From an optimization exercise on the open Yosys and OpenROAD flow, aimed at small area; shortcuts taken in it are not production practice. RTL that was checked went through simulation tests only; none was proved equivalent to the original. Power and IR drop assume default switching activity.

==> flow/design.v <==
`timescale 1ns/1ps
package udp_app_pkg;
    typedef logic [7:0]  byte_t;      
    typedef logic [15:0] pkt_len_t;   
    typedef logic [31:0] pixel_t;     
    typedef logic [15:0] seq_t;       
    typedef struct packed {
        byte_t    data;
        logic     last;   
        pkt_len_t len;    
    } app_beat_t;
    typedef enum logic {IDLE, SEND} tx_state_t;
    typedef enum logic [1:0] {FREE, LOCK_MODE, LOCK_IMG, LOCK_LED} arb_state_t;
    localparam int       DEBOUNCE_CYCLES   = 16;   
    localparam int       DEBOUNCE_CNT_W    = $clog2(DEBOUNCE_CYCLES + 2);
    localparam byte_t    LED_CMD_TAG       = 8'hA5;
    localparam pkt_len_t LED_CMD_LEN       = 16'd4;
    localparam int       LED_PATTERNS      = 4;
    localparam int       LED_IDX_W         = $clog2(LED_PATTERNS);
    localparam pkt_len_t MODE_CMD_LEN      = 16'd2;
    localparam logic [15:0] MODE_CMD_A     = 16'h0001;
    localparam logic [15:0] MODE_CMD_B     = 16'h0003;
    localparam int       IMG_WORDS_PER_PKT = 4;
    localparam pkt_len_t IMG_PKT_LEN       = 16'd18;   
    localparam int       IMG_FIFO_DEPTH    = 16;
    localparam int       IMG_PTR_W         = $clog2(IMG_FIFO_DEPTH);
    localparam int       IMG_CNT_W         = IMG_PTR_W + 1;
endpackage
`timescale 1ns/1ps
module key_debounce (
    input  logic clk_25_out,
    input  logic key1,
    input  logic key,     
    output logic press    
);
    logic       key_meta;
    logic       key_sync;
    logic [4:0] cnt;
    logic       nxt;
    always_ff @(posedge clk_25_out or negedge key1)
    begin
        if (!key1)
        begin
            key_meta <= 1'b1;
            key_sync <= 1'b1;
        end
        else
        begin
            key_meta <= key;
            key_sync <= key_meta;
        end
    end
    always_comb
    begin
        case (cnt)
            5'b00000:  nxt = 1'b1;
            5'b00001:  nxt = 1'b1;
            5'b00011:  nxt = 1'b0;
            5'b00110:  nxt = 1'b0;
            5'b01100:  nxt = 1'b1;
            5'b11001:  nxt = 1'b0;
            5'b10010:  nxt = 1'b0;
            5'b00100:  nxt = 1'b1;
            5'b01001:  nxt = 1'b1;
            5'b10011:  nxt = 1'b1;
            5'b00111:  nxt = 1'b0;
            5'b01110:  nxt = 1'b1;
            5'b11101:  nxt = 1'b0;
            5'b11010:  nxt = 1'b1;
            5'b10101:  nxt = 1'b1;
            5'b01011:  nxt = 1'b1;
            5'b10111:  nxt = 1'b1;
            5'b01111:  nxt = 1'b1;
            5'b11111:  nxt = 1'b1;
            default: nxt = 1'bx;
        endcase
    end
    always_ff @(posedge clk_25_out or negedge key1)
    begin
        if (!key1)
            cnt <= '0;
        else if (key_sync)
            cnt <= '0;
        else
            cnt <= {cnt[3:0], nxt};
    end
    assign press = (cnt == 5'b01111);
endmodule
`timescale 1ns/1ps
`timescale 1ns/1ps
`timescale 1ns/1ps
`timescale 1ns/1ps
`timescale 1ns/1ps
module udp_app_top (
    input  logic                   clk_25_out,
    input  logic                   key1,             
    input  logic                   key2,             
    input  logic                   key3,             
    input  logic                   key4,             
    input  udp_app_pkg::pixel_t    img_word,
    input  logic                   img_word_valid,
    output logic                   img_word_ready,
    output udp_app_pkg::app_beat_t udp_tx,
    output logic                   udp_tx_valid,
    input  logic                   udp_tx_ready,
    output logic                   img_mode
);
    logic key2_press;
    logic key3_press;
    logic key4_press;
    key_debounce u_key2_db (.clk_25_out(clk_25_out), .key1(key1), .key(key2), .press(key2_press));
    key_debounce u_key3_db (.clk_25_out(clk_25_out), .key1(key1), .key(key3), .press(key3_press));
    key_debounce u_key4_db (.clk_25_out(clk_25_out), .key1(key1), .key(key4), .press(key4_press));
    logic [31:0] fifo_mem [16];
    logic [4:0]  wr_ptr;       
    logic [4:0]  rd_ptr;       
    logic        mode_pend;    
    logic        led_pend;
    logic        img_pend;
    logic        use_b;
    logic [1:0]  led_idx;
    logic [15:0] seq;
    logic [1:0]  lock;         
    logic [1:0]  cnt;          
    logic        dph;          
    logic free, g_mode, g_img, g_led, acc, last, toggle, push, pop, start, img_end, mode_end, led_end;
    assign free   = (lock == 2'd0);
    assign g_mode = (lock == 2'd1) || (free && mode_pend);
    assign g_img  = (lock == 2'd2) || (free && !mode_pend && img_mode && img_pend);
    assign g_led  = (lock == 2'd3) || (free && !mode_pend && !img_mode && led_pend);
    assign udp_tx_valid = g_mode || g_img || g_led;
    assign acc    = udp_tx_valid && udp_tx_ready;
    always_comb
    begin
        if (g_img)
            last = dph && (cnt == 2'd1) && (rd_ptr[1:0] == 2'd3);
        else if (g_led)
            last = (cnt == 2'd3);
        else
            last = cnt[0];
    end
    assign toggle = key3_press && !img_pend;
    assign img_word_ready = !((wr_ptr[3:0] == rd_ptr[3:0]) && (wr_ptr[4] != rd_ptr[4]));
    assign push   = img_word_valid && img_word_ready && img_mode;
    assign pop    = acc && g_img && dph && (cnt == 2'd1);
    assign img_end  = acc && g_img && last;
    assign mode_end = acc && g_mode && last;
    assign led_end  = acc && g_led && last;
    assign start  = (wr_ptr[4:2] != rd_ptr[4:2]);    
    logic [15:0]  wsel;
    logic [511:0] mem_flat;
    logic [31:0]  head;
    logic [7:0]   img_byte;
    always_comb
    begin
        for (int i = 0; i < 16; i++)
        begin
            wsel[i] = (rd_ptr[3:0] == 4'(i));
            mem_flat[32 * i +: 32] = fifo_mem[i];
        end
    end
    word_mux u_word_mux (.words(mem_flat), .sel(wsel), .word(head));
    always_comb
    begin
        case ({~cnt[1], cnt[0]})
            2'd0:    img_byte = head[31:24];
            2'd1:    img_byte = head[23:16];
            2'd2:    img_byte = head[15:8];
            default: img_byte = head[7:0];
        endcase
    end
    always_comb
    begin
        udp_tx.last = last;
        udp_tx.len  = {11'd0, g_img, 1'b0, g_led && !g_img, !g_led || g_img, 1'b0};
        if (g_img)
            udp_tx.data = dph ? img_byte : (cnt[0] ? seq[7:0] : seq[15:8]);
        else if (g_led)
            case (cnt)
                2'd0:    udp_tx.data = 8'hA5;
                2'd1:    udp_tx.data = 8'h01;
                2'd2:    udp_tx.data = {6'd0, led_idx};
                default: udp_tx.data = {6'h3f, ~led_idx};
            endcase
        else
            udp_tx.data = cnt[0] ? {6'd0, use_b, 1'b1} : 8'h00;
    end
    always_ff @(posedge clk_25_out)
    begin
        if (push)
            fifo_mem[wr_ptr[3:0]] <= img_word;
    end
    always_ff @(posedge clk_25_out or negedge key1)
    begin
        if (!key1)
        begin
            wr_ptr    <= '0;
            rd_ptr    <= '0;
            mode_pend <= 1'b0;
            led_pend  <= 1'b0;
            img_pend  <= 1'b0;
            use_b     <= 1'b0;
            led_idx   <= '0;
            seq       <= '0;
            img_mode  <= 1'b0;
            lock      <= '0;
            cnt       <= '0;
            dph       <= 1'b0;
        end
        else
        begin
            wr_ptr <= toggle ? 5'd0 : wr_ptr + {4'd0, push};
            rd_ptr <= toggle ? 5'd0 : rd_ptr + {4'd0, pop};
            if (acc && last)
                lock <= 2'd0;
            else if (udp_tx_valid)
                lock <= g_mode ? 2'd1 : g_img ? 2'd2 : 2'd3;
            if (acc)
            begin
                cnt <= last ? 2'd0 : cnt + 1'b1;
                dph <= !last && (dph || cnt[0]);
            end
            if (!mode_pend)
                mode_pend <= key4_press;
            else if (acc && g_mode && last)
            begin
                mode_pend <= 1'b0;
                use_b     <= !use_b;
            end
            if (!led_pend)
            begin
                if (key2_press)
                begin
                    led_pend <= 1'b1;
                    led_idx  <= led_idx + 1'b1;
                end
            end
            else if (acc && g_led && last)
                led_pend <= 1'b0;
            seq <= (toggle && !img_mode) ? 16'd0 : seq + {15'd0, img_end};
            if (!img_pend)
            begin
                if (toggle)
                    img_mode <= !img_mode;
                else if (img_mode && start)
                    img_pend <= 1'b1;
            end
            else if (img_end)
                img_pend <= 1'b0;
        end
    end
endmodule
module word_mux (
    input  logic [511:0] words,
    input  logic [15:0]  sel,
    output logic [31:0]  word
);
    logic [5:0] grp_n [32];
    for (genvar b = 0; b < 32; b++)
    begin : g_bit
        for (genvar g = 0; g < 5; g++)
        begin : g_grp
            aoi222 u_aoi (
                .a0(sel[3 * g]),     .b0(words[32 * (3 * g) + b]),
                .a1(sel[3 * g + 1]), .b1(words[32 * (3 * g + 1) + b]),
                .a2(sel[3 * g + 2]), .b2(words[32 * (3 * g + 2) + b]),
                .y(grp_n[b][g])
            );
        end
        assign grp_n[b][5] = !(sel[15] && words[32 * 15 + b]);
        assign word[b] = !(&grp_n[b]);
    end
endmodule
module aoi222 (
    input  logic a0, b0, a1, b1, a2, b2,
    output logic y
);
    assign y = !((a0 && b0) || (a1 && b1) || (a2 && b2));
endmodule
Settings: LEC_CHECK=0, CAP_MARGIN=10, CORE_MARGIN=2, CORE_UTILIZATION=75, PLACE_DENSITY=0.82, SETUP_SLACK_MARGIN=0.1, SLEW_MARGIN=10, SYNTH_HIERARCHICAL=1; clock period 5.0 ns.
standard.sh (not shown) runs the stock make flow with config.mk's settings and CLKGATE_MAP_FILE= SYNTH_SCRIPT=/design/flow/synth_recipe.tcl, a recipe that flattens the netlist after the stock synthesis.
==> flow/flow/run.sh <==
#!/bin/bash
# The standard layout (the standard.sh, standard synthesis included) with
# two changes: every port is buffered by a plain buf_1 instead of the
# delay-cell buffer buffer_ports picks by default, and clock tree synthesis
# adds no dummy load cells.
set -euo pipefail
export BUFFER_PORTS_ARGS="-buffer_cell sky130_fd_sc_hd__buf_1"
export CTS_ARGS="-sink_clustering_enable -repair_clock_nets -sink_clustering_size 16 -sink_clustering_max_diameter 100 -buf_list sky130_fd_sc_hd__clkbuf_8 -dont_use_dummy_load"
bash standard.sh > layout.log 2>&1
The baseline produced a clean layout.
Then changed:
--- a/flow/design.v
+++ b/flow/design.v
@@ -144,25 +144,26 @@
     assign push   = img_word_valid && img_word_ready && img_mode;
     assign pop    = acc && g_img && dph && (cnt == 2'd1);
     assign img_end  = acc && g_img && last;
     assign mode_end = acc && g_mode && last;
     assign led_end  = acc && g_led && last;
     assign start  = (wr_ptr[4:2] != rd_ptr[4:2]);    
-    logic [15:0]  wsel;
-    logic [511:0] mem_flat;
     logic [31:0]  head;
     logic [7:0]   img_byte;
+    logic [255:0] mem_hi;
+    logic [255:0] mem_lo;
     always_comb
     begin
         for (int i = 0; i < 16; i++)
         begin
-            wsel[i] = (rd_ptr[3:0] == 4'(i));
-            mem_flat[32 * i +: 32] = fifo_mem[i];
-        end
-    end
-    word_mux u_word_mux (.words(mem_flat), .sel(wsel), .word(head));
+            mem_hi[16 * i +: 16] = fifo_mem[i][31:16];
+            mem_lo[16 * i +: 16] = fifo_mem[i][15:0];
+        end
+    end
+    half_mux u_mux_hi (.words(mem_hi), .ptr(rd_ptr[3:0]), .word(head[31:16]));
+    half_mux u_mux_lo (.words(mem_lo), .ptr(rd_ptr[3:0]), .word(head[15:0]));
     always_comb
     begin
         case ({~cnt[1], cnt[0]})
             2'd0:    img_byte = head[31:24];
             2'd1:    img_byte = head[23:16];
             2'd2:    img_byte = head[15:8];
@@ -247,30 +248,36 @@
             end
             else if (img_end)
                 img_pend <= 1'b0;
         end
     end
 endmodule
-module word_mux (
-    input  logic [511:0] words,
-    input  logic [15:0]  sel,
-    output logic [31:0]  word
-);
-    logic [5:0] grp_n [32];
-    for (genvar b = 0; b < 32; b++)
+module half_mux (
+    input  logic [255:0] words,
+    input  logic [3:0]   ptr,
+    output logic [15:0]  word
+);
+    logic [15:0] sel;
+    logic [5:0]  grp_n [16];
+    always_comb
+    begin
+        for (int i = 0; i < 16; i++)
+            sel[i] = (ptr == 4'(i));
+    end
+    for (genvar b = 0; b < 16; b++)
     begin : g_bit
         for (genvar g = 0; g < 5; g++)
         begin : g_grp
             aoi222 u_aoi (
-                .a0(sel[3 * g]),     .b0(words[32 * (3 * g) + b]),
-                .a1(sel[3 * g + 1]), .b1(words[32 * (3 * g + 1) + b]),
-                .a2(sel[3 * g + 2]), .b2(words[32 * (3 * g + 2) + b]),
+                .a0(sel[3 * g]),     .b0(words[16 * (3 * g) + b]),
+                .a1(sel[3 * g + 1]), .b1(words[16 * (3 * g + 1) + b]),
+                .a2(sel[3 * g + 2]), .b2(words[16 * (3 * g + 2) + b]),
                 .y(grp_n[b][g])
             );
         end
-        assign grp_n[b][5] = !(sel[15] && words[32 * 15 + b]);
+        assign grp_n[b][5] = !(sel[15] && words[16 * 15 + b]);
         assign word[b] = !(&grp_n[b]);
     end
 endmodule
 module aoi222 (
     input  logic a0, b0, a1, b1, a2, b2,
     output logic y
After rerunning:
- flip-flop and latch count does not change
- core utilization came out higher by 0.70 points
- clock-buffer cell count stays the same
- non-clock buffer count is higher by 18
- routed wire length goes up slightly
- critical path depth does not change
- cell count rose by a few percent
- worst setup slack gains 0.046 ns
- synthesized cell count came out higher by a few percent
- total power decreases by a few percent
- die area rises slightly
- clock power hardly moves
- cell area climbs slightly
- combinational power drops by about a fifth
No functional check of the RTL was part of the second run of this note.

==> static timing again, ports no longer ideal <==
Ports are ideal in the flow. The routed layouts listed here were re-timed in OpenROAD. Step 1 sets driving cells, clkbuf_16 on the clock port and buf_2 on the other inputs (assumed; they add their load-dependent delay and slew). Step 2, shift: input delay + t, output delay - t, t = (earliest + latest rising clock arrival at the registers) / 2. This alone moves slack from input paths to output paths. Slacks: no drivers / after step 1 / after step 2; pairs: no drivers / after step 1.
run | t (ns) | setup slack, ns | latest minus earliest clock arrival (ns) | worst data-port slew with drivers (ns) | pins driven straight from the clock port
the first run | 0.614 | 0.111 / 0.064 / 0.678 | 0.045 / 0.046 | 0.08 | 1
the second run | 0.609 | 0.157 / 0.112 / 0.721 | 0.033 / 0.034 | 0.07 | 1
After both steps setup and hold are still met in every run listed.
